This is an optimization exercise on Yosys and OpenROAD, whose aim is small area, a short achievable clock period and few clock cycles per item, not a production implementation.
No functional check of the RTL was part of any run shown here.
Power figures rest on the tool's default switching activity, not on a simulated workload.

--- flow/constraint.sdc ---
create_clock -name core_clock -period 11.0 [get_ports {clock}]
set_input_delay 2.2000 -clock core_clock [delete_from_list [all_inputs] [get_ports {clock}]]
set_output_delay 2.2000 -clock core_clock [all_outputs]
set_load 0.01 [all_outputs]
--- flow/flow/run.sh ---
#!/bin/bash
# Standard layout, with repair_timing aiming below the design's period.
set -o pipefail
export SETUP_SLACK_MARGIN=6
bash standard.sh > standard.log 2>&1
--- flow/design.v ---
`timescale 1ns / 1ps
`default_nettype none
package kft_pkg;
   localparam logic [1:0] MODE_SMOOTH = 2'd0;
   localparam logic [1:0] MODE_LINEAR = 2'd1;
   localparam logic [1:0] MODE_CONST  = 2'd2;
   localparam logic [31:0] TAN_INF = 32'h7FFF_FFFF;
endpackage
`default_nettype wire
`timescale 1ns / 1ps
`default_nettype none
module kft_absdiff
(
   input  wire logic [31:0] f,
   input  wire logic [31:0] s,
   output logic [31:0]      mag,
   output logic             neg,
   output logic             zero
);
   logic [32:0] x, y, p, g, gp, pp, c0, c1, sum0, sum1;
   always_comb begin
      x = {f[31], f};
      y = ~{s[31], s};
      p = x ^ y;
      g = x & y;
      gp = g;
      pp = p;
      for (int l = 0; l < 6; l++) begin
         for (int i = 0; i < 33; i++) begin
            if (((i >> l) & 1) == 1) begin
               gp[i] = gp[i] | (pp[i] & gp[((i >> l) << l) - 1]);
               pp[i] = pp[i] & pp[((i >> l) << l) - 1];
            end
         end
      end
      c0 = {gp[31:0], 1'b0};
      c1 = {gp[31:0] | pp[31:0], 1'b1};
      sum0 = p ^ c0;
      sum1 = p ^ c1;
      neg = sum1[32];
      mag = neg ? ~sum0[31:0] : sum1[31:0];
      zero = pp[32];
   end
endmodule
`default_nettype wire
`timescale 1ns / 1ps
`default_nettype none
module kft_divstep4
(
   input  wire logic [31:0] rem,
   input  wire logic [31:0] quo,
   input  wire logic [31:0] den,
   input  wire logic [33:0] den3,
   output logic             can_skip,
   output logic             can_skip8,
   output logic [1:0]       digit,
   output logic [31:0]      rem_step,
   output logic [31:0]      quo_step,
   output logic [31:0]      rem_skip,
   output logic [31:0]      quo_skip,
   output logic [31:0]      rem_skip8,
   output logic [31:0]      quo_skip8
);
   logic [31:0] lead;    
   logic [31:0] mask, mask8;
   logic [33:0] t;
   logic [34:0] d1, d2, d3;
   logic        ge1, ge2, ge3;
   kft_add #(.W(35)) u_s1 (.a({1'b0, rem, quo[31:30]}), .b(~{3'b000, den}), .cin(1'b1), .sum(d1));
   kft_add #(.W(35)) u_s2 (.a({1'b0, rem, quo[31:30]}), .b(~{2'b00, den, 1'b0}), .cin(1'b1), .sum(d2));
   kft_add #(.W(35)) u_s3 (.a({1'b0, rem, quo[31:30]}), .b(~{1'b0, den3}), .cin(1'b1), .sum(d3));
   always_comb begin
      lead[31] = den[31];
      for (int j = 30; j >= 0; j--) begin
         lead[j] = lead[j + 1] | den[j];
      end
      for (int i = 0; i < 32; i++) begin
         mask[i] = (i + 5 <= 31) ? ~lead[(i + 5 <= 31) ? i + 5 : 31] : 1'b1;
      end
      can_skip = lead[4] && ~|(rem & mask);
      for (int i = 0; i < 32; i++) begin
         mask8[i] = (i + 9 <= 31) ? ~lead[(i + 9 <= 31) ? i + 9 : 31] : 1'b1;
      end
      can_skip8 = lead[8] && ~|(rem & mask8);
      t = {rem, quo[31:30]};
      ge1 = ~d1[34];
      ge2 = ~d2[34];
      ge3 = ~d3[34];
      if (ge3) begin
         digit = 2'd3;
         rem_step = d3[31:0];
      end else if (ge2) begin
         digit = 2'd2;
         rem_step = d2[31:0];
      end else if (ge1) begin
         digit = 2'd1;
         rem_step = d1[31:0];
      end else begin
         digit = 2'd0;
         rem_step = t[31:0];
      end
      quo_step = {quo[29:0], digit};
      rem_skip = {rem[27:0], quo[31:28]};
      quo_skip = {quo[27:0], 4'b0000};
      rem_skip8 = {rem[23:0], quo[31:24]};
      quo_skip8 = {quo[23:0], 8'h00};
   end
endmodule
`default_nettype wire
`timescale 1ns / 1ps
`default_nettype none
module kft_add
#(
   parameter int W = 35
)
(
   input  wire logic [W-1:0] a,
   input  wire logic [W-1:0] b,
   input  wire logic         cin,
   output logic [W-1:0]      sum
);
   logic [W-1:0] p, g, gp, pp;
   always_comb begin
      p = a ^ b;
      g = a & b;
      gp = g;
      pp = p;
      gp[0] = g[0] | (p[0] & cin);
      for (int l = 0; l < $clog2(W); l++) begin
         for (int i = 0; i < W; i++) begin
            if (((i >> l) & 1) == 1) begin
               gp[i] = gp[i] | (pp[i] & gp[((i >> l) << l) - 1]);
               pp[i] = pp[i] & pp[((i >> l) << l) - 1];
            end
         end
      end
      sum = p ^ {gp[W-2:0], cin};
   end
endmodule
`default_nettype wire
`timescale 1ns / 1ps
`default_nettype none
module keyframe_tangent_unit
#(
   parameter int FRAC_BITS = 16
)
(
   input  wire logic        clock,
   input  wire logic        reset,
   input  wire logic        csr_wen,
   input  wire logic [1:0]  csr_wdata,    
   input  wire logic        req_tvalid,
   output logic             req_tready,
   input  wire logic [63:0] req_tdata,    
   input  wire logic        req_tlast,
   output logic             rsp_tvalid,
   input  wire logic        rsp_tready,
   output logic [63:0]      rsp_tdata,    
   output logic [9:0]       rsp_tuser,    
   output logic             rsp_tlast
);
   typedef enum logic [2:0] {S_PLAN, S_TIN, S_M2, S_M3, S_M4, S_DIV} state_type;
   typedef enum logic [1:0] {K_TIN, K_LIN, K_SM, K_RAT} kind_type;
   localparam logic [1:0] SEL_NK = 2'd0, SEL_KP = 2'd1, SEL_NP = 2'd2;
   logic [1:0]  mode_ff;
   logic [31:0] pt_ff, pv_ff, kt_ff, kv_ff, nt_ff, nv_ff;
   logic        hasp_ff, hask_ff, hasn_ff;
   logic [1:0]  kmode_ff, nmode_ff;
   logic        klast_ff, nlast_ff;
   logic        sx1_ff, sy1_ff, zx1_ff, zy1_ff;    
   state_type   state_ff;
   kind_type    kind_ff;
   logic [1:0]  xsel_ff, ysel_ff;
   logic [31:0] rem_ff, den_ff;
   logic [5:0]  cnt_ff;
   logic        neg_ff, first_ff, ovf_ff, dz_ff, tin0_ff;
   logic        sok_ff, al4_ff, zsm_ff;
   logic        hiseg_ff;                          
   logic [31:0] odhi_ff, odlo_ff;
   logic        ov_ff, olast_ff;
   logic [1:0]  omode_ff;
   logic [31:0] xf, xs, yf, ys, xmag, ymag;
   logic        xneg, xzero, yneg, yzero;
   logic        can_skip, can_skip8, do_skip8;
   logic [1:0]  digit;
   logic [31:0] rem_step, quo_step, rem_skip, quo_skip, rem_skip8, quo_skip8;
   logic [33:0] den3_ff;
   logic        den3ok_ff;
   kft_absdiff u_x (.f(xf), .s(xs), .mag(xmag), .neg(xneg), .zero(xzero));
   kft_absdiff u_y (.f(yf), .s(ys), .mag(ymag), .neg(yneg), .zero(yzero));
   kft_divstep4 u_div (
      .rem(rem_ff), .quo(odlo_ff), .den(den_ff), .den3(den3_ff), .can_skip(can_skip),
      .can_skip8(can_skip8), .rem_skip8(rem_skip8), .quo_skip8(quo_skip8),
      .digit(digit),
      .rem_step(rem_step), .quo_step(quo_step), .rem_skip(rem_skip), .quo_skip(quo_skip)
   );
   logic        hasn_eff, ready, wr_ok, is_lin, is_const, need_tin, smooth_full, smooth_ok;
   logic [1:0]  m;
   logic        first_move, plan_go, plan_tin, plan_lin, plan_sm, plan_simple;
   logic        zero_res, adv, adv_r;
   logic        do_skip, ovf_now, div_last, rc1, rc2, dysmall;
   logic [29:0] nq;
   logic        den_load, stall;
   logic [33:0] den3;
   kft_add #(.W(34)) u_den3 (.a({2'b00, den_ff}), .b({1'b0, den_ff, 1'b0}), .cin(1'b0), .sum(den3));
   kft_add #(.W(30)) u_nq (.a(~odlo_ff[29:0]), .b(30'd0), .cin(1'b1), .sum(nq));
   logic [31:0] tq, tin;
   always_comb begin
      hasn_eff = hasn_ff && !klast_ff;
      ready = hask_ff && (hasn_eff || klast_ff);
      wr_ok = !ov_ff || rsp_tready;
      m = hasn_eff ? nmode_ff : kmode_ff;
      is_lin = (m == kft_pkg::MODE_LINEAR);
      is_const = (m == kft_pkg::MODE_CONST);
      need_tin = is_lin && hasp_ff && !hiseg_ff;
      smooth_full = !is_lin && !is_const && hasp_ff && hasn_eff;
      first_move = (state_ff == S_PLAN) && !hask_ff && hasn_ff;
      plan_go = (state_ff == S_PLAN) && ready && wr_ok;
      plan_tin = plan_go && need_tin;
      plan_lin = plan_go && !need_tin && is_lin && hasn_eff;
      plan_sm = plan_go && !need_tin && smooth_full;
      plan_simple = plan_go && !need_tin && !(is_lin && hasn_eff) && !smooth_full;
      zero_res = ((state_ff == S_M2) && !sok_ff) || ((state_ff == S_M3) && dz_ff) ||
                 ((state_ff == S_M4) && zsm_ff);
      adv = plan_simple || plan_lin || zero_res || ((state_ff == S_M4) && !zsm_ff);
      adv_r = ((state_ff == S_PLAN) && ready && !ov_ff && !need_tin && !smooth_full) ||
              zero_res || ((state_ff == S_M4) && !zsm_ff);
      xf = (xsel_ff == SEL_KP) ? kt_ff : nt_ff;
      xs = (xsel_ff == SEL_NK) ? kt_ff : pt_ff;
      yf = (ysel_ff == SEL_KP) ? kv_ff : nv_ff;
      ys = (ysel_ff == SEL_NK) ? kv_ff : pv_ff;
      smooth_ok = !zx1_ff && !zy1_ff && !xzero && !yzero && ((sx1_ff ^ sy1_ff) == (xneg ^ yneg));
      do_skip8 = can_skip8 && (cnt_ff >= 6'd10);
      do_skip = do_skip8 || (can_skip && (cnt_ff >= 6'd6));
      stall = !do_skip && !den3ok_ff;
      ovf_now = first_ff && digit[1] && !do_skip && !stall;
      div_last = ovf_ff || (!do_skip && !stall && (cnt_ff == 6'd2));
      if (dz_ff) begin
         tq = 32'd0;
      end else if (ovf_ff) begin
         tq = neg_ff ? 32'h8000_0000 : kft_pkg::TAN_INF;
      end else if (neg_ff) begin
         tq = (digit != 2'd0) ? {~odlo_ff[29:0], 2'd0 - digit} : {nq, 2'b00};
      end else begin
         tq = {odlo_ff[29:0], digit};
      end
      tin = tin0_ff ? 32'd0 : odhi_ff;
      dysmall = (den_ff[31:2] == 30'd0) && (den_ff[1:0] != 2'b11);
      rc1 = ovf_ff || ((odlo_ff[1:0] == 2'd1) && digit[1]);
      rc2 = !ovf_ff && (odlo_ff[1:0] == 2'd0) && !digit[1];
      den_load = ((state_ff == S_PLAN) && plan_lin) || (state_ff == S_TIN) ||
                 ((state_ff == S_M2) && sok_ff) || ((state_ff == S_M4) && !zsm_ff);
   end
   function automatic logic [63:0] align(input logic [31:0] mag, input logic x4,
                                         input logic ratio);
      if (ratio) begin
         align = {1'b0, mag, 31'd0};
      end else if (x4) begin
         align = {14'd0, mag, 18'd0};
      end else begin
         align = {16'd0, mag, 16'd0};
      end
   endfunction
   always_ff @(posedge clock) begin
      if (csr_wen) begin
         mode_ff <= csr_wdata;
      end
      if (ov_ff && rsp_tready) begin
         ov_ff <= 1'b0;
      end
      xsel_ff <= SEL_NK;
      ysel_ff <= SEL_NK;
      den3_ff <= den3;
      den3ok_ff <= !den_load;
      if (plan_go && !need_tin && hasn_eff) begin
         sx1_ff <= xneg;  sy1_ff <= yneg;
         zx1_ff <= xzero; zy1_ff <= yzero;
      end
      if (plan_simple || zero_res) begin
         ov_ff <= 1'b1;
         olast_ff <= plan_simple && !hasn_eff;
         hiseg_ff <= 1'b0;
         if (plan_simple && is_const) begin
            omode_ff <= kft_pkg::MODE_CONST;
            odhi_ff <= kft_pkg::TAN_INF;
            odlo_ff <= kft_pkg::TAN_INF;
         end else if (plan_simple && is_lin) begin
            omode_ff <= kft_pkg::MODE_LINEAR;
            odhi_ff <= 32'd0;
            odlo_ff <= hasp_ff ? odhi_ff : 32'd0;
         end else begin
            omode_ff <= kft_pkg::MODE_SMOOTH;
            odhi_ff <= 32'd0;
            odlo_ff <= 32'd0;
         end
      end
      if (first_move) begin
         kt_ff <= nt_ff;  kv_ff <= nv_ff;
         kmode_ff <= nmode_ff;  klast_ff <= nlast_ff;
         hask_ff <= 1'b1;  hasp_ff <= 1'b0;  hasn_ff <= 1'b0;
      end
      if (adv) begin
         if (klast_ff) begin
            hasp_ff <= 1'b0;
            if (hasn_ff) begin
               kt_ff <= nt_ff;  kv_ff <= nv_ff;
               kmode_ff <= nmode_ff;  klast_ff <= nlast_ff;
               hasn_ff <= 1'b0;
            end else begin
               hask_ff <= 1'b0;
            end
         end else begin
            pt_ff <= kt_ff;  pv_ff <= kv_ff;
            kt_ff <= nt_ff;  kv_ff <= nv_ff;
            kmode_ff <= nmode_ff;  klast_ff <= nlast_ff;
            hasp_ff <= 1'b1;  hasn_ff <= 1'b0;
         end
      end
      unique case (state_ff)
         S_PLAN: begin
            if (plan_tin) begin
               state_ff <= S_TIN;
               xsel_ff <= SEL_KP;
               ysel_ff <= SEL_KP;
            end else if (plan_lin) begin
               {rem_ff, odlo_ff} <= align(ymag, 1'b0, 1'b0);
               den_ff <= xmag;
               dz_ff <= xzero;
               neg_ff <= xneg ^ yneg;
               cnt_ff <= 6'd32;
               first_ff <= 1'b1;
               ovf_ff <= 1'b0;
               tin0_ff <= !hasp_ff;
               kind_ff <= K_LIN;
               state_ff <= S_DIV;
            end else if (plan_sm) begin
               sok_ff <= smooth_ok;
               state_ff <= S_M2;
               xsel_ff <= SEL_NP;
               ysel_ff <= SEL_NP;
            end
         end
         S_TIN: begin
            {rem_ff, odlo_ff} <= align(ymag, 1'b0, 1'b0);
            den_ff <= xmag;
            dz_ff <= xzero;
            neg_ff <= xneg ^ yneg;
            cnt_ff <= 6'd32;
            first_ff <= 1'b1;
               ovf_ff <= 1'b0;
            kind_ff <= K_TIN;
            state_ff <= S_DIV;
         end
         S_M2: begin
            if (!sok_ff) begin
               state_ff <= S_PLAN;
            end else begin
               den_ff <= ymag;
               dz_ff <= xzero || yzero;
               state_ff <= S_M3;
               ysel_ff <= SEL_KP;
            end
         end
         S_M3: begin
            if (dz_ff) begin
               state_ff <= S_PLAN;
            end else begin
               {rem_ff, odlo_ff} <= align(ymag, 1'b0, 1'b1);
               dz_ff <= 1'b0;
               cnt_ff <= 6'd4;
               first_ff <= 1'b1;
               ovf_ff <= 1'b0;
               kind_ff <= K_RAT;
               state_ff <= S_DIV;
            end
         end
         S_M4: begin
            if (!zsm_ff) begin
               {rem_ff, odlo_ff} <= align(ymag, al4_ff, 1'b0);
               den_ff <= xmag;
               dz_ff <= 1'b0;
               neg_ff <= xneg ^ yneg;
               cnt_ff <= 6'd32;
               first_ff <= 1'b1;
               ovf_ff <= 1'b0;
               kind_ff <= K_SM;
               state_ff <= S_DIV;
            end else begin
               state_ff <= S_PLAN;
            end
         end
         S_DIV: begin
            if (ovf_now) begin
               ovf_ff <= 1'b1;
            end
            if (do_skip8) begin
               first_ff <= 1'b0;
               rem_ff <= rem_skip8;
               odlo_ff <= quo_skip8;
               cnt_ff <= cnt_ff - 6'd8;
            end else if (do_skip) begin
               first_ff <= 1'b0;
               rem_ff <= rem_skip;
               odlo_ff <= quo_skip;
               cnt_ff <= cnt_ff - 6'd4;
            end else if (!stall) begin
               first_ff <= 1'b0;
               rem_ff <= rem_step;
               odlo_ff <= quo_step;
               cnt_ff <= cnt_ff - 6'd2;
            end
            if (div_last) begin
               unique case (kind_ff)
                  K_RAT: begin
                     zsm_ff <= rc2 && dysmall;
                     al4_ff <= !(rc1 && dysmall) && (rc1 || rc2);
                     xsel_ff <= SEL_NP;
                     ysel_ff <= rc1 ? (dysmall ? SEL_NP : SEL_NK) : (rc2 ? SEL_KP : SEL_NP);
                     state_ff <= S_M4;
                  end
                  K_TIN: begin
                     odhi_ff <= tq;
                     hiseg_ff <= 1'b1;
                     state_ff <= S_PLAN;
                  end
                  K_LIN: begin
                     ov_ff <= 1'b1;
                     omode_ff <= kft_pkg::MODE_LINEAR;
                     olast_ff <= 1'b0;
                     odhi_ff <= tq;
                     odlo_ff <= tin;
                     hiseg_ff <= 1'b1;
                     state_ff <= S_PLAN;
                  end
                  default: begin
                     ov_ff <= 1'b1;
                     omode_ff <= kft_pkg::MODE_SMOOTH;
                     olast_ff <= 1'b0;
                     odhi_ff <= tq;
                     odlo_ff <= tq;
                     hiseg_ff <= 1'b0;
                     state_ff <= S_PLAN;
                  end
               endcase
            end
         end
         default: state_ff <= S_PLAN;
      endcase
      if (req_tvalid && req_tready) begin
         nt_ff <= req_tdata[31:0];
         nv_ff <= req_tdata[63:32];
         nmode_ff <= mode_ff;
         nlast_ff <= req_tlast;
         hasn_ff <= 1'b1;
      end
      if (reset) begin
         mode_ff <= kft_pkg::MODE_SMOOTH;
         hasp_ff <= 1'b0;
         hask_ff <= 1'b0;
         hasn_ff <= 1'b0;
         ov_ff <= 1'b0;
         hiseg_ff <= 1'b0;
         state_ff <= S_PLAN;
         xsel_ff <= SEL_NK;
         ysel_ff <= SEL_NK;
      end
   end
   always_comb begin
      req_tready = !hasn_ff || adv_r || first_move;
      rsp_tvalid = ov_ff;
      rsp_tdata = {odhi_ff, odlo_ff};
      rsp_tlast = olast_ff;
      unique case (omode_ff)
         kft_pkg::MODE_LINEAR: rsp_tuser = {4'd2, 4'd2, 1'b1, 1'b0};
         kft_pkg::MODE_CONST:  rsp_tuser = {4'd3, 4'd3, 1'b1, 1'b1};
         default:              rsp_tuser = {4'd4, 4'd4, 1'b1, 1'b0};
      endcase
   end
endmodule
`default_nettype wire
--- flow/standard.sh ---
#!/bin/bash
# synth_recipe.tcl (not shown) runs the flow's synth.tcl, then flattens the netlist and writes it again
# the make line also repeats each setting of config.mk as NAME=value (left out here)
make -C /OpenROAD-flow-scripts/flow DESIGN_CONFIG=/design/flow/config.mk WORK_HOME=/design/flow/orfs CLKGATE_MAP_FILE= SYNTH_SCRIPT=/design/flow/synth_recipe.tcl "${@:-finish}"
--- flow/config.mk ---
export PLATFORM = sky130hd
export DESIGN_NAME = keyframe_tangent_unit
export DESIGN_NICKNAME = keyframe_tangent_unit
export VERILOG_FILES = /design/flow/design.v
export SDC_FILE = /design/flow/constraint.sdc
export NUM_CORES = 4
export LEC_CHECK = 0
export CAP_MARGIN = 20
export CORE_MARGIN = 2
export CORE_UTILIZATION = 40
export PLACE_DENSITY = 0.6
export SLEW_MARGIN = 20
==> impl_metrics.sql, run 1 <==
INSERT INTO impl_metrics (metric_group, metric, value, unit) VALUES
('power_and_ir_drop', 'sequentialPowerShare', '0.384', ''),
('worst_setup_path', 'critPathLaunch', 'odlo_ff[30]', ''),
('layout', 'layout-drive-gt1-share', '0.128', ''),
('detailed_routing', 'detailedRoute.firstIterationViolations', '2840', ''),
('yosys', 'ys_warn_count', '6', ''),
('yosys', 'synth_area', '30700', 'sq um'),
('worst_setup_path', 'crit_path_top_delay_cell', 'sky130_fd_sc_hd__a311oi_2', ''),
('grt', 'grt-ovfl-total', '0', ''),
('detailed_routing', 'antenna_left', '0', ''),
('sta', 'worst_slew_margin_rel', '0.193', ''),
('yosys', 'syn-instance-count', '3325', ''),
('power_and_ir_drop', 'netSwitchingPower', '1.81', 'mW'),
('die', 'chipWidth', '281', 'microns'),
('sta', 'timing.hold.ws', '0.442', 'ns'),
('flow_run', 'maxCapViolCount', '0', ''),
('clock_network', 'clk-insertion-delay-late', '0.62', 'ns'),
('worst_setup_path', 'crit_path_end_kind', 'flip-flop', ''),
('yosys', 'yosys.cell_types.count', '107', ''),
('worst_setup_path', 'crit_path_cell_trace', 'inv_4, ha_4, inv_2, fa_2, a211oi_4, o21ai_4, a21oi_4, a22oi_2, a22o_4, a21o_4, a21oi_4, ha_4, inv_2, or4_4, or4_4, nor2_4, nor4b_1, a311oi_2, o21ai_1, a221oi_1, o21ai_1, o22a_1', ''),
('sta', 'final.setup.worst_slack', '5.92', 'ns'),
('sta', 'skew', '0.0536', 'ns'),
('worst_setup_path', 'critPathRequiredTime', '11.51', 'ns'),
('yosys', 'synthArstFlopShare', '0', ''),
('power_and_ir_drop', 'combinationalPowerShare', '0.303', ''),
('clock_network', 'htreeDepth', '2', ''),
('grt', 'grt_pass1_wl', '159000', 'microns'),
('clock_network', 'cts_tree', 'done', ''),
('layout', 'post_layout_net_count', '3783', ''),
('die', 'design.core.area', '75900', 'sq um'),
('worst_setup_path', 'critPathArrivalTime', '5.59', 'ns'),
('sta', 'max_slew.worst_pin.slew', '1.21', 'ns'),
('grt', 'gr-usage-all-layers', '0.262', ''),
('power_and_ir_drop', 'leakagePower', '14.4', 'nW'),
('layout', 'final_cell_area', '36200', 'sq um'),
('layout', 'flow.area_growth_from_synthesis', '17.7', '%'),
('worst_hold_path', 'hold_path.class', 'flip-flop to flip-flop', ''),
('yosys', 'yosys_most_used_dff', 'sky130_fd_sc_hd__edfxtp_1', ''),
('yosys', 'number_of_enable_flip_flop_cells_after_synthesis', '281', ''),
('detailed_routing', 'firstDrtPassIters', '8', ''),
('worst_setup_path', 'critPathMaxStageDelay', '0.45', 'ns'),
('worst_setup_path', 'setup.worst_path.class', 'flip-flop to flip-flop', ''),
('power_and_ir_drop', 'vdd_ir_drop_max', '0.122', 'mV'),
('yosys', 'synth_seq_area_share', '0.350', ''),
('placement', 'placement.io_buffers', '145', ''),
('clock_network', 'clk_pin_slew', '0.06', 'ns'),
('grt', 'antenna_found_initial', '2', ''),
('power_and_ir_drop', 'power.share.switching', '0.348', ''),
('power_and_ir_drop', 'clock_power_share', '0.312', ''),
('layout', 'area.sequential', '10800', 'sq um'),
('run_status', 'status', 'complete, no violations', ''),
('die', 'rows', '101', ''),
('layout', 'multiInputGateArea', '19400', 'sq um'),
('clock_network', 'cts_inserted_buffers', '48', ''),
('placement', 'detail_placement_hpwl', '74700', 'microns'),
('worst_setup_path', 'cp-start-kind', 'flip-flop', ''),
('placement', 'dpl-instance-area', '33200', 'sq um'),
('detailed_routing', 'routed-via-count', '27400', ''),
('detailed_routing', 'drc_errors', '0', ''),
('sta', 'final_period_minus_worst_setup_slack', '5.08', 'ns'),
('die', 'floorplan.die_area', '79100', 'sq um'),
('clock_network', 'cts_hold_buf', '0', ''),
('layout', 'nFillCells', '7199', ''),
('sta', 'fmax', '197', 'MHz'),
('placement', 'placement.setup.worst_slack', '4.49', 'ns'),
('clock_network', 'clockBufferDepth', '3', ''),
('detailed_routing', 'detail_route.wirelength', '107000', 'microns'),
('worst_setup_path', 'critical_path.max_fanout', '4', ''),
('sta', 'final_hold_viol_count', '0', ''),
('yosys', 'number_of_storage_elements_in_the_synthesis_netlist', '397', ''),
('sta', 'post-route-period-util', '0.461', ''),
('grt', 'largest_net_degree_at_the_start_of_global_routing', '77', '');
==> Yosys cell counts, types with 13 or more instances <==
library cell / instances / area share
sky130_fd_sc_hd__nand2b_1: 30 / 0.0061
sky130_fd_sc_hd__buf_1: 15 / 0.0018
sky130_fd_sc_hd__a21o_1: 58 / 0.014
sky130_fd_sc_hd__inv_1: 149 / 0.018
sky130_fd_sc_hd__a221oi_1: 30 / 0.0086
sky130_fd_sc_hd__mux2i_1: 129 / 0.042
sky130_fd_sc_hd__xor2_1: 71 / 0.020
sky130_fd_sc_hd__a211oi_1: 73 / 0.018
sky130_fd_sc_hd__o21ai_1: 14 / 0.0023
sky130_fd_sc_hd__o31ai_1: 19 / 0.0046
sky130_fd_sc_hd__nand2_1: 240 / 0.029
sky130_fd_sc_hd__o221ai_1: 42 / 0.012
sky130_fd_sc_hd__nor4_1: 13 / 0.0026
sky130_fd_sc_hd__dfxtp_1: 116 / 0.076
sky130_fd_sc_hd__a31oi_1: 42 / 0.0086
sky130_fd_sc_hd__nor2b_1: 31 / 0.0063
sky130_fd_sc_hd__edfxtp_1: 281 / 0.27
sky130_fd_sc_hd__o21a_1: 28 / 0.0068
sky130_fd_sc_hd__mux2_2: 63 / 0.023
sky130_fd_sc_hd__or3_1: 21 / 0.0043
sky130_fd_sc_hd__o21ai_0: 180 / 0.029
sky130_fd_sc_hd__clkbuf_1: 136 / 0.017
sky130_fd_sc_hd__a21oi_1: 274 / 0.045
sky130_fd_sc_hd__and2_1: 86 / 0.018
sky130_fd_sc_hd__nor2_1: 248 / 0.030
sky130_fd_sc_hd__nand4_1: 17 / 0.0035
sky130_fd_sc_hd__a221o_1: 41 / 0.013
sky130_fd_sc_hd__ha_1: 232 / 0.094
sky130_fd_sc_hd__xnor2_1: 83 / 0.024
sky130_fd_sc_hd__and3_1: 21 / 0.0043
sky130_fd_sc_hd__o211ai_1: 41 / 0.010
sky130_fd_sc_hd__buf_2: 35 / 0.0057
sky130_fd_sc_hd__fa_1: 28 / 0.018
sky130_fd_sc_hd__nand3_1: 58 / 0.0094
sky130_fd_sc_hd__nor3_1: 60 / 0.0098
sky130_fd_sc_hd__a22oi_1: 30 / 0.0073
sky130_fd_sc_hd__a211o_1: 22 / 0.0063
sky130_fd_sc_hd__o21bai_1: 30 / 0.0073
sky130_fd_sc_hd__o22ai_1: 24 / 0.0049
==> critical path: cells and delay by family (launching register included) <==
| kind | cells | cell delay, ns |
|---|---|---|
| AO/OA/AOI/OAI | 12 | 2.64 |
| buffers and inverters | 3 | 0.16 |
| flip-flops | 1 | 0.36 |
| adder cells (fa/ha/maj) | 3 | 0.73 |
| AND/OR/NAND/NOR | 4 | 1.07 |
==> logic make-up (layout without fill, tap and decap cells) <==
kind of cell	count (synthesis)	in the layout	share of synthesized area
AOI/OAI and AO/OA	1082	1082	0.240
and+or+nand+nor	882	884	0.140
DFF	397	397	0.350
buffers and inverters	354	514	0.0473
adders and majority gates	260	260	0.113
muxes	193	193	0.0656
xor gates and xnor gates	155	155	0.0444
other	2	5	0.000244
==> cell usage in the layout (no fill, tap or decap), types with 63 or more instances in the layout <==
master	count
sky130_fd_sc_hd__edfxtp_1	281
sky130_fd_sc_hd__a21oi_1	264
sky130_fd_sc_hd__nor2_1	236
sky130_fd_sc_hd__nand2_1	234
sky130_fd_sc_hd__ha_1	221
sky130_fd_sc_hd__o21ai_0	166
sky130_fd_sc_hd__clkdlybuf4s50_1	144
sky130_fd_sc_hd__inv_1	140
sky130_fd_sc_hd__mux2i_1	124
sky130_fd_sc_hd__dfxtp_1	113
sky130_fd_sc_hd__buf_4	111
sky130_fd_sc_hd__and2_1	86
sky130_fd_sc_hd__xnor2_1	71
sky130_fd_sc_hd__a211oi_1	67
sky130_fd_sc_hd__mux2_2	63
==> final timing paths <==
check | to | slack (ns) | cells past startpoint
worst max-delay path | odlo_ff[23] | 5.92 | 22
worst min-delay path | nmode_ff[1] | 0.44 | 0
worst max register to register | odlo_ff[23] | 5.92 | 22
worst min register to register | nmode_ff[1] | 0.44 | 0
==> metal layers <==
metal,GRT usage,wire (microns),part of all wire,up-vias
met5,0,0,0,-
li1,-,-,-,12800
met2,0.413,47900,0.45,1277
met3,0.0421,8650,0.081,252
met1,0.362,46100,0.43,13200
met4,0.0958,4310,0.040,0
==> power by group through the flow <==
stage / clock network (mW) / logic (mW) / registers, mW
global placement: 0 / 1.43 / 2.01
floorplan: 0 / 0.903 / 1.91
detailed placement: 0 / 1.44 / 2.01
finish: 1.62 / 1.58 / 2.00
CTS: 1.65 / 1.50 / 1.98
global route: 1.71 / 1.69 / 2.00
==> metrics by stage <==
stage | util | total power [mW] | std cells
after floorplan | - | 2.81 | 3326
after global placement | 0.436 | 3.44 | 4349
after detailed placement | 0.437 | 3.45 | 4349
after CTS | 0.468 | 5.13 | 4494
after global routing | 0.476 | 5.40 | 4518
final | 0.476 | 5.19 | 4520
==> repair_timing <==
item,4_1_cts,5_1_grt
setup endpoints to repair,256,265
gates cloned,2,2
setup buffers,56,22
gates resized for setup,72,104
pin swaps,13,20
==> layout make-up <==
class	count	share of cell area
diodes	2	0.000138
multi-input cells	2577	0.535
repair inverters	1	0.000242
repair buffers	274	0.0711
inverters	152	0.0166
clock inverters	29	0.00875
flip-flops and latches	397	0.298
well taps	1030	0.0356
clock buffers	58	0.0348
==> inputs of run 2 (changes only) <==
==> flow/flow/run.sh (replaced) <==
#!/bin/bash
# Standard layout, with repair_timing aiming below the design's period.
set -o pipefail
export SETUP_SLACK_MARGIN=6.5
bash standard.sh > standard.log 2>&1
==> impl_metrics.sql, run 2 <==
INSERT INTO impl_metrics (metric_group, metric, value, unit) VALUES
('run_status', 'status', 'complete, no violations', ''),
('die', 'rows', '101', ''),
('yosys', 'yosys_most_used_dff', 'sky130_fd_sc_hd__edfxtp_1', ''),
('sta', 'slew_violations', '0', ''),
('grt', 'antenna_found_initial', '3', ''),
('sta', 'rsz0062_at_grt', 'yes', ''),
('sta', 'post-route-period-util', '0.456', ''),
('die', 'floorplan.initialDensity', '0.405', ''),
('sta', 'max_slew.worst_pin.slew', '1.03', 'ns'),
('yosys', 'yosysTopAreaCellShare', '0.275', ''),
('power_and_ir_drop', 'netSwitchingPower', '1.99', 'mW'),
('yosys', 'post_synthesis_mean_instance_area', '9.24', 'sq um'),
('detailed_routing', 'detailedRoute.firstIterationViolations', '3038', ''),
('clock_network', 'cts_hold_buf', '0', ''),
('sta', 'fmax', '199', 'MHz'),
('detailed_routing', 'drc_errors', '0', ''),
('layout', 'finalCoreUtilization', '0.531', ''),
('clock_network', 'cts_inserted_buffers', '49', ''),
('worst_setup_path', 'cp-start-kind', 'flip-flop', ''),
('sta', 'setup_viol', '0', ''),
('detailed_routing', 'routed-via-count', '29000', ''),
('worst_setup_path', 'cp_top_family', 'simple AND/OR/NAND/NOR gates', ''),
('die', 'ioPinCount', '149', ''),
('worst_hold_path', 'hold_start', 'mode_ff[0]', ''),
('detailed_routing', 'antenna_left', '0', ''),
('yosys', 'synth_area', '30700', 'sq um'),
('worst_setup_path', 'worstRegToRegCells', '23', ''),
('sta', 'skew', '0.0404', 'ns'),
('worst_hold_path', 'worstHoldPathCells', '0', ''),
('detailed_routing', 'detail_route.vias_per_cell', '6.15', ''),
('clock_network', 'tritoncts_num_sinks', '397', ''),
('layout', 'layout-drive-gt1-share', '0.235', ''),
('placement', 'weighted_congestion_at_the_end_of_routability_driven_global_placement', '0.978', ''),
('layout', 'flow.area_growth_from_synthesis', '31.2', '%'),
('sta', 'final_period_minus_worst_setup_slack', '5.02', 'ns'),
('power_and_ir_drop', 'vdd_ir_drop_max', '0.135', 'mV'),
('layout', 'layout_commonest_cell', 'sky130_fd_sc_hd__edfxtp_1', ''),
('worst_setup_path', 'crit_path_top_delay_cell', 'sky130_fd_sc_hd__edfxtp_1', ''),
('die', 'floorplan.die_area', '79100', 'sq um'),
('worst_setup_path', 'worst_path_most_repeated_cell', 'sky130_fd_sc_hd__buf_6', ''),
('layout', 'layout.cells.most_common_list', 'sky130_fd_sc_hd__edfxtp_1 (281), sky130_fd_sc_hd__a21oi_1 (233), sky130_fd_sc_hd__nor2_1 (226), sky130_fd_sc_hd__nand2_1 (226), sky130_fd_sc_hd__buf_4 (225)', ''),
('detailed_routing', 'highest-signal-layer', 'met5', ''),
('yosys', 'synthArstFlopShare', '0', ''),
('power_and_ir_drop', 'p_int', '3.67', 'mW'),
('worst_setup_path', 'crit_path_cell_trace', 'buf_6, buf_6, ha_4, a21o_1, or3_4, o221ai_4, a2111oi_4, o2111ai_2, nand2_4, a21oi_4, ha_4, inv_2, or4_4, or4_4, buf_4, buf_6, buf_8, nor4_2, o21ai_1, o311ai_1, nand2_1, a211o_1, nand4_1', ''),
('yosys', 'number_of_storage_elements_in_the_synthesis_netlist', '397', ''),
('clock_network', 'clockBufferDepth', '3', ''),
('detailed_routing', 'met2_wirelength', '51700', 'microns'),
('worst_setup_path', 'worstPathBufferInverterCount', '6', ''),
('worst_setup_path', 'crit_path_end_kind', 'flip-flop', ''),
('die', 'chipWidth', '281', 'microns'),
('yosys', 'synth_seq_area_share', '0.350', ''),
('yosys', 'syn-instance-count', '3325', ''),
('worst_setup_path', 'critPathRequiredTime', '11.57', 'ns'),
('grt', 'vias_in_the_first_global_route', '26900', ''),
('clock_network', 'htreeDepth', '2', ''),
('grt', 'gr-usage-all-layers', '0.280', ''),
('sta', 'worst_slew_margin_rel', '0.312', ''),
('worst_setup_path', 'critPathArrivalTime', '5.59', 'ns'),
('power_and_ir_drop', 'leakagePower', '15.8', 'nW'),
('power_and_ir_drop', 'power_density', '140', 'nW/um^2'),
('worst_hold_path', 'hold_path.class', 'flip-flop to flip-flop', ''),
('detailed_routing', 'wl_met3', '10600', 'microns'),
('placement', 'placement.io_buffers', '145', ''),
('worst_setup_path', 'critPathMaxStageDelay', '0.48', 'ns'),
('die', 'design.core.area', '75900', 'sq um'),
('detailed_routing', 'wire_per_inst', '24.7', 'microns'),
('worst_setup_path', 'critical_path.reg2reg.startpoint', 'rem_ff[10]', ''),
('layout', 'post_layout_net_count', '3974', ''),
('detailed_routing', 'firstDrtPassIters', '6', ''),
('clock_network', 'clk-insertion-delay-late', '0.64', 'ns'),
('yosys', 'yosys.cell_types.count', '107', ''),
('yosys', 'number_of_enable_flip_flop_cells_after_synthesis', '281', ''),
('power_and_ir_drop', 'power.share.switching', '0.352', ''),
('worst_hold_path', 'holdPathEnd', 'nmode_ff[0]', ''),
('grt', 'grt-ovfl-total', '0', ''),
('worst_setup_path', 'r2r_end', 'odlo_ff[30]', ''),
('power_and_ir_drop', 'combinationalPowerShare', '0.348', ''),
('worst_setup_path', 'flop2flop_setup_slack', '5.98', 'ns'),
('worst_setup_path', 'critical_path.max_fanout', '5', ''),
('yosys', 'most_frequent_cell_after_synthesis', 'sky130_fd_sc_hd__edfxtp_1', ''),
('worst_setup_path', 'setup.worst_path.class', 'flip-flop to flip-flop', ''),
('sta', 'setup_total_negative_slack', '0', 'ns'),
('grt', 'grt_pass1_wl', '170000', 'microns'),
('grt', 'largest_net_degree_at_the_start_of_global_routing', '79', ''),
('yosys', 'synthTopCellsByArea', 'sky130_fd_sc_hd__edfxtp_1 (27%), sky130_fd_sc_hd__ha_1 (9.4%), sky130_fd_sc_hd__dfxtp_1 (7.6%)', ''),
('yosys', 'ys_warn_count', '6', ''),
('detailed_routing', 'drt-met1-wl', '47500', 'microns'),
('sta', 'final_hold_viol_count', '0', ''),
('detailed_routing', 'detail_route.wirelength', '116000', 'microns'),
('power_and_ir_drop', 'totalPowerFinal', '5.66', 'mW'),
('clock_network', 'clk_pin_slew', '0.07', 'ns'),
('yosys', 'yosys-top-cells-count', 'sky130_fd_sc_hd__edfxtp_1 (281), sky130_fd_sc_hd__a21oi_1 (274), sky130_fd_sc_hd__nor2_1 (248)', ''),
('power_and_ir_drop', 'clock_power_share', '0.297', ''),
('clock_network', 'cts_root_buffer', 'sky130_fd_sc_hd__clkbuf_16', ''),
('yosys', 'synth_top_area_cell', 'sky130_fd_sc_hd__edfxtp_1', ''),
('placement', 'detail_placement_hpwl', '75500', 'microns'),
('power_and_ir_drop', 'sequentialPowerShare', '0.355', ''),
('clock_network', 'cts_tree', 'done', ''),
('die', 'floorplan.die.height', '281', 'microns'),
('flow_run', 'maxCapViolCount', '0', '');
-- run 2: cell counts after synthesis --
No cell type changed its count.
-- run 2: layout make-up --
class	instances	area [sq um]
fill	6689	35600
timing repair inverter	3	41.3
clock inverter	22	287
inverter	152	599
sequential	397	10800
timing repair buffer	462	4580
multi-input combinational	2577	21400
clock buffer	69	1360
tap	1030	1290
antenna	2	5.00
-- run 2: routing by layer --
| layer | up-vias | global-route usage |
|---|---|---|
| met5 | - | 0 |
| met4 | 4 | 0.129 |
| met3 | 385 | 0.0500 |
| met2 | 1497 | 0.438 |
| met1 | 13900 | 0.376 |
| li1 | 13200 | - |
-- run 2: cells by family (layout without fill, tap and decap cells) --
logic type	Yosys count	in the layout	share of synthesized area
compound gates	1082	1082	0.240
buf+inv	354	708	0.0473
fa+ha+maj	260	260	0.113
simple gates	882	884	0.140
other cells	2	5	0.000244
flops	397	397	0.350
mux	193	193	0.0656
xor+xnor	155	155	0.0444
-- run 2: per-stage QoR --
step | instances | area [sq um] | hold WS (ns) | worst slack, ns
2_1_floorplan | 3326 | 30900 | 0.408 | 6.15
3_3_place_gp | 4348 | 33200 | 0.418 | 4.80
3_5_place_dp | 4348 | 33200 | 0.424 | 4.80
4_1_cts | 4607 | 38000 | 0.440 | 6.03
5_1_grt | 4712 | 40300 | 0.446 | 5.83
6_report | 4714 | 40300 | 0.435 | 5.98
-- run 2: worst reg2reg max path, stage by stage, from the launching register on --
cell                        delay (ns)
sky130_fd_sc_hd__edfxtp_1         0.48
sky130_fd_sc_hd__buf_6            0.17
sky130_fd_sc_hd__buf_6            0.12
sky130_fd_sc_hd__ha_4             0.16
sky130_fd_sc_hd__a21o_1           0.17
sky130_fd_sc_hd__or3_4            0.38
sky130_fd_sc_hd__o221ai_4         0.27
sky130_fd_sc_hd__a2111oi_4        0.16
sky130_fd_sc_hd__o2111ai_2        0.30
sky130_fd_sc_hd__nand2_4          0.11
sky130_fd_sc_hd__a21oi_4          0.19
sky130_fd_sc_hd__ha_4             0.16
sky130_fd_sc_hd__inv_2            0.04
sky130_fd_sc_hd__or4_4            0.43
sky130_fd_sc_hd__or4_4            0.45
sky130_fd_sc_hd__buf_4            0.15
sky130_fd_sc_hd__buf_6            0.11
sky130_fd_sc_hd__buf_8            0.13
sky130_fd_sc_hd__nor4_2           0.19
sky130_fd_sc_hd__o21ai_1          0.12
sky130_fd_sc_hd__o311ai_1         0.16
sky130_fd_sc_hd__nand2_1          0.16
sky130_fd_sc_hd__a211o_1          0.30
sky130_fd_sc_hd__nand4_1          0.07
-- run 2: worst max path at each step --
stage | cells after the start | endpoint | slack (ns) | startpoint
after floorplan | 24 | odlo_ff[26] | 6.15 | odlo_ff[30]
after global placement | 22 | odlo_ff[27] | 4.80 | odlo_ff[30]
after detailed placement | 22 | odlo_ff[26] | 4.80 | odlo_ff[30]
after CTS | 23 | odlo_ff[27] | 6.03 | odlo_ff[30]
after global routing | 24 | odlo_ff[30] | 5.83 | den_ff[0]
final | 23 | odlo_ff[30] | 5.98 | rem_ff[10]
-- run 2: power by group through the flow --
stage / clock network, mW / registers, mW / logic [mW]
floorplan: 0 / 1.91 / 0.906
global placement: 0 / 2.01 / 1.43
detailed placement: 0 / 2.01 / 1.43
CTS: 1.71 / 1.99 / 1.68
global route: 1.77 / 2.02 / 2.08
finish: 1.68 / 2.01 / 1.97
-- run 2: repair_timing --
| item | in CTS | in global routing |
|---|---|---|
| pin swaps | 103 | 150 |
| endpoints found under the setup margin | 293 | 242 |
| gates cloned | 13 | 5 |
| buffers inserted | 155 | 100 |
| gates resized for setup | 320 | 309 |
==> inputs of run 3 (changes only) <==
--- a/flow/design.v
+++ b/flow/design.v
@@ -160,5 +160,5 @@
    output logic             rsp_tlast
 );
-   typedef enum logic [2:0] {S_PLAN, S_TIN, S_M2, S_M3, S_M4, S_DIV} state_type;
+   typedef enum logic [2:0] {S_PLAN, S_TIN, S_M2, S_M3, S_M4, S_DIV, S_FIX} state_type;
    typedef enum logic [1:0] {K_TIN, K_LIN, K_SM, K_RAT} kind_type;
    localparam logic [1:0] SEL_NK = 2'd0, SEL_KP = 2'd1, SEL_NP = 2'd2;
@@ -200,9 +200,10 @@
    logic        zero_res, adv, adv_r;
    logic        do_skip, ovf_now, div_last, rc1, rc2, dysmall;
-   logic [29:0] nq;
+   logic [31:0] nq;
+   logic        fix_neg, fin;
    logic        den_load, stall;
    logic [33:0] den3;
    kft_add #(.W(34)) u_den3 (.a({2'b00, den_ff}), .b({1'b0, den_ff, 1'b0}), .cin(1'b0), .sum(den3));
-   kft_add #(.W(30)) u_nq (.a(~odlo_ff[29:0]), .b(30'd0), .cin(1'b1), .sum(nq));
+   kft_add #(.W(32)) u_nq (.a(~odlo_ff), .b(32'd0), .cin(1'b1), .sum(nq));
    logic [31:0] tq, tin;
    always_comb begin
@@ -236,14 +237,17 @@
       ovf_now = first_ff && digit[1] && !do_skip && !stall;
       div_last = ovf_ff || (!do_skip && !stall && (cnt_ff == 6'd2));
-      if (dz_ff) begin
+      fix_neg = neg_ff && !dz_ff && !ovf_ff && (kind_ff != K_RAT);
+      if (state_ff == S_FIX) begin
+         tq = nq;
+      end else if (dz_ff) begin
          tq = 32'd0;
       end else if (ovf_ff) begin
          tq = neg_ff ? 32'h8000_0000 : kft_pkg::TAN_INF;
-      end else if (neg_ff) begin
-         tq = (digit != 2'd0) ? {~odlo_ff[29:0], 2'd0 - digit} : {nq, 2'b00};
       end else begin
          tq = {odlo_ff[29:0], digit};
       end
       tin = tin0_ff ? 32'd0 : odhi_ff;
+      fin = ((state_ff == S_DIV) && div_last && !fix_neg && (kind_ff != K_RAT)) ||
+            (state_ff == S_FIX);
       dysmall = (den_ff[31:2] == 30'd0) && (den_ff[1:0] != 2'b11);
       rc1 = ovf_ff || ((odlo_ff[1:0] == 2'd1) && digit[1]);
@@ -410,41 +414,45 @@
                cnt_ff <= cnt_ff - 6'd2;
             end
-            if (div_last) begin
-               unique case (kind_ff)
-                  K_RAT: begin
-                     zsm_ff <= rc2 && dysmall;
-                     al4_ff <= !(rc1 && dysmall) && (rc1 || rc2);
-                     xsel_ff <= SEL_NP;
-                     ysel_ff <= rc1 ? (dysmall ? SEL_NP : SEL_NK) : (rc2 ? SEL_KP : SEL_NP);
-                     state_ff <= S_M4;
-                  end
-                  K_TIN: begin
-                     odhi_ff <= tq;
-                     hiseg_ff <= 1'b1;
-                     state_ff <= S_PLAN;
-                  end
-                  K_LIN: begin
-                     ov_ff <= 1'b1;
-                     omode_ff <= kft_pkg::MODE_LINEAR;
-                     olast_ff <= 1'b0;
-                     odhi_ff <= tq;
-                     odlo_ff <= tin;
-                     hiseg_ff <= 1'b1;
-                     state_ff <= S_PLAN;
-                  end
-                  default: begin
-                     ov_ff <= 1'b1;
-                     omode_ff <= kft_pkg::MODE_SMOOTH;
-                     olast_ff <= 1'b0;
-                     odhi_ff <= tq;
-                     odlo_ff <= tq;
-                     hiseg_ff <= 1'b0;
-                     state_ff <= S_PLAN;
-                  end
-               endcase
+            if (div_last && fix_neg) begin
+               state_ff <= S_FIX;
+            end
+            if (div_last && (kind_ff == K_RAT)) begin
+               zsm_ff <= rc2 && dysmall;
+               al4_ff <= !(rc1 && dysmall) && (rc1 || rc2);
+               xsel_ff <= SEL_NP;
+               ysel_ff <= rc1 ? (dysmall ? SEL_NP : SEL_NK) : (rc2 ? SEL_KP : SEL_NP);
+               state_ff <= S_M4;
             end
          end
+         S_FIX: begin
+            state_ff <= S_PLAN;
+         end
          default: state_ff <= S_PLAN;
       endcase
+      if (fin) begin
+         state_ff <= S_PLAN;
+         unique case (kind_ff)
+            K_TIN: begin
+               odhi_ff <= tq;
+               hiseg_ff <= 1'b1;
+            end
+            K_LIN: begin
+               ov_ff <= 1'b1;
+               omode_ff <= kft_pkg::MODE_LINEAR;
+               olast_ff <= 1'b0;
+               odhi_ff <= tq;
+               odlo_ff <= tin;
+               hiseg_ff <= 1'b1;
+            end
+            default: begin
+               ov_ff <= 1'b1;
+               omode_ff <= kft_pkg::MODE_SMOOTH;
+               olast_ff <= 1'b0;
+               odhi_ff <= tq;
+               odlo_ff <= tq;
+               hiseg_ff <= 1'b0;
+            end
+         endcase
+      end
       if (req_tvalid && req_tready) begin
          nt_ff <= req_tdata[31:0];
==> flow/flow/run.sh (replaced) <==
#!/bin/bash
# Standard layout, with repair_timing aiming below the design's period.
set -o pipefail
export SETUP_SLACK_MARGIN=6
bash standard.sh > standard.log 2>&1
==> impl_metrics.sql, run 3 <==
INSERT INTO impl_metrics (metric_group, metric, value, unit) VALUES
('detailed_routing', 'drc_errors', '0', ''),
('sta', 'final_hold_viol_count', '0', ''),
('clock_network', 'htreeDepth', '2', ''),
('layout', 'flow.area_growth_from_synthesis', '15.9', '%'),
('sta', 'slew_violations', '0', ''),
('layout', 'nFillCells', '6974', ''),
('detailed_routing', 'routed-via-count', '25500', ''),
('worst_hold_path', 'hold_start', 'mode_ff[1]', ''),
('sta', 'timing.hold.ws', '0.444', 'ns'),
('grt', 'grt_pass1_wl', '152000', 'microns'),
('grt', 'largest_net_degree_at_the_start_of_global_routing', '93', ''),
('worst_setup_path', 'critPathRequiredTime', '11.34', 'ns'),
('clock_network', 'tritoncts_num_sinks', '397', ''),
('yosys', 'most_frequent_cell_after_synthesis', 'sky130_fd_sc_hd__edfxtp_1', ''),
('worst_setup_path', 'setup.worst_path.class', 'flip-flop to flip-flop', ''),
('worst_setup_path', 'worstPathBufferInverterCount', '2', ''),
('yosys', 'synth_area', '29700', 'sq um'),
('worst_setup_path', 'crit_path_cell_trace', 'inv_1, ha_1, nor4b_4, nand2_1, a221oi_1, a211oi_1, o21a_1, nor2_1, buf_4, nand2_2, a211oi_1, a211oi_1, or3_1', ''),
('die', 'floorplan.initialDensity', '0.405', ''),
('sta', 'setup_viol', '0', ''),
('worst_setup_path', 'crit_path_end_kind', 'flip-flop', ''),
('run_status', 'status', 'complete, no violations', ''),
('sta', 'post-route-period-util', '0.445', ''),
('yosys', 'yosys_most_used_dff', 'sky130_fd_sc_hd__edfxtp_1', ''),
('yosys', 'number_of_enable_flip_flop_cells_after_synthesis', '313', ''),
('placement', 'weighted_congestion_at_the_end_of_routability_driven_global_placement', '0.963', ''),
('detailed_routing', 'detailedRoute.firstIterationViolations', '2820', ''),
('yosys', 'yosys.cell_types.count', '95', ''),
('sta', 'max_slew.worst_pin.slew', '1.08', 'ns'),
('power_and_ir_drop', 'vdd_ir_drop_max', '0.119', 'mV'),
('layout', 'layout-drive-gt1-share', '0.101', ''),
('worst_setup_path', 'cp-start-kind', 'flip-flop', ''),
('placement', 'placement.io_buffers', '145', ''),
('yosys', 'yosys-top-cells-count', 'sky130_fd_sc_hd__edfxtp_1 (313), sky130_fd_sc_hd__a21oi_1 (252), sky130_fd_sc_hd__ha_1 (227)', '');
run 3: changes by cell type after synthesis, moves of 22 or more:
cell	previous run	this run
sky130_fd_sc_hd__o21ai_0	180	226
sky130_fd_sc_hd__dfxtp_1	116	84
sky130_fd_sc_hd__edfxtp_1	281	313
sky130_fd_sc_hd__mux2i_1	129	103
sky130_fd_sc_hd__nor2_1	248	224
sky130_fd_sc_hd__a221o_1	41	18
sky130_fd_sc_hd__a21oi_1	274	252
run 3: worst max-delay path by stage:
stage,start,cells after the start,slack (ns),end
2_1_floorplan,rsp_tready,5,5.78,pt_ff[0]
3_3_place_gp,rsp_tready,8,5.04,flip-flop
3_5_place_dp,rsp_tready,8,4.90,flip-flop
4_1_cts,ysel_ff[1],18,6.01,rem_ff[10]
5_1_grt,rsp_tready,13,5.96,odlo_ff[24]
6_report,den_ff[31],13,6.11,rem_ff[13]
run 3: where the power goes:
part / total [mW] / internal (mW) / switching, mW / leakage [nW]
clock network: 1.64 / 0.960 / 0.676 / 0.799
registers: 2.05 / 1.81 / 0.242 / 3.64
logic: 1.96 / 0.831 / 1.13 / 9.21
total: 5.65 / 3.60 / 2.05 / 13.6
run 3: area by class of cell:
type / instances / area (sq um) / share of cell area
Timing Repair Buffer: 216 / 2100 / 0.0611
Sequential cell: 397 / 11100 / 0.323
Antenna cell: 1 / 2.50 / 0.0000728
Clock inverter: 23 / 254 / 0.00739
Tap cell: 959 / 1200 / 0.0349
Clock buffer: 66 / 1360 / 0.0395
Multi-Input combinational cell: 2420 / 17700 / 0.516
Inverter: 166 / 623 / 0.0181
run 3: timing repair:
action / CTS / global route
setup buffers: 11 / 13
setup endpoints to repair: 169 / 200
hold endpoints to repair: 0 / 0
hold buffers: 0 / 0
resized for setup: 37 / 52
pin swaps: 7 / 7
gates cloned: 1 / 2
run 3: per-layer routing:
metal,vias up,global-route usage,share of wire
li1,11900,-,-
met1,12200,0.354,0.43
met2,1127,0.408,0.45
met3,203,0.0363,0.080
met4,0,0.0793,0.033
met5,-,0,0
run 3: stage by stage:
stage	setup slack (ns)	instances	instance area [sq um]	power [mW]
global route	5.96	4247	34400	5.92
floorplan	5.78	3142	29700	3.19
global placement	5.04	4131	32100	3.87
finish	6.11	4248	34400	5.65
detailed placement	4.90	4131	32100	3.89
CTS	6.01	4232	34000	5.59
run 3: cell families (layout without fill, tap and decap cells):
kind of cell,Yosys count,after routing,share of synthesized area
adder cells (fa/ha/maj),255,255,0.115
multiplexers,165,165,0.0583
flip-flops,397,397,0.374
AND/OR/NAND/NOR,833,833,0.139
other,2,4,0.000253
buffers and inverters,327,471,0.0442
AO/OA/AOI/OAI,994,996,0.220
XOR/XNOR,168,168,0.0496
run 3: worst register-to-register path, stage by stage, from the launching register on:
cell,delay [ns]
sky130_fd_sc_hd__edfxtp_1,0.54
sky130_fd_sc_hd__inv_1,0.25
sky130_fd_sc_hd__ha_1,0.34
sky130_fd_sc_hd__nor4b_4,0.43
sky130_fd_sc_hd__nand2_1,0.19
sky130_fd_sc_hd__a221oi_1,0.33
sky130_fd_sc_hd__a211oi_1,0.14
sky130_fd_sc_hd__o21a_1,0.43
sky130_fd_sc_hd__nor2_1,0.55
sky130_fd_sc_hd__buf_4,0.30
sky130_fd_sc_hd__nand2_2,0.28
sky130_fd_sc_hd__a211oi_1,0.39
sky130_fd_sc_hd__a211oi_1,0.10
sky130_fd_sc_hd__or3_1,0.37

port drivers added, routing unchanged:
How much do the figures lean on ideal ports? The routed layouts below were timed once more, with nothing changed but the port constraints.
Step 1 (the two cells are an assumption about what drives the block):
set clk [get_ports {clock}]
set_driving_cell -lib_cell sky130_fd_sc_hd__clkbuf_16 $clk
set_driving_cell -lib_cell sky130_fd_sc_hd__buf_2 [delete_from_list [all_inputs] $clk]
Step 2 moves the port delays by t, midway between the first and last clock arrival at a register: inputs arrive t later, outputs are due t later. That takes back most of the time a late clock gives input paths.
a / b / c = ideal ports / drivers / drivers and shift; a / b = the first two.
run | t (ns) | setup slack, ns | slew at the worst register clock pin (ns) | pins driven straight from the clock port
run 1 | 0.664 | 5.924 / 5.924 / 5.556 | 0.07 / 0.07 | 1
run 2 | 0.686 | 5.981 / 5.981 / 5.981 | 0.07 / 0.07 | 1
run 3 | 0.663 | 6.110 / 6.110 / 5.559 | 0.07 / 0.07 | 1
After both steps every run listed still meets setup and hold. For run 3, which loses most, drivers alone change the setup slack by 0.000 ns; drivers and shift together by -0.551 ns.
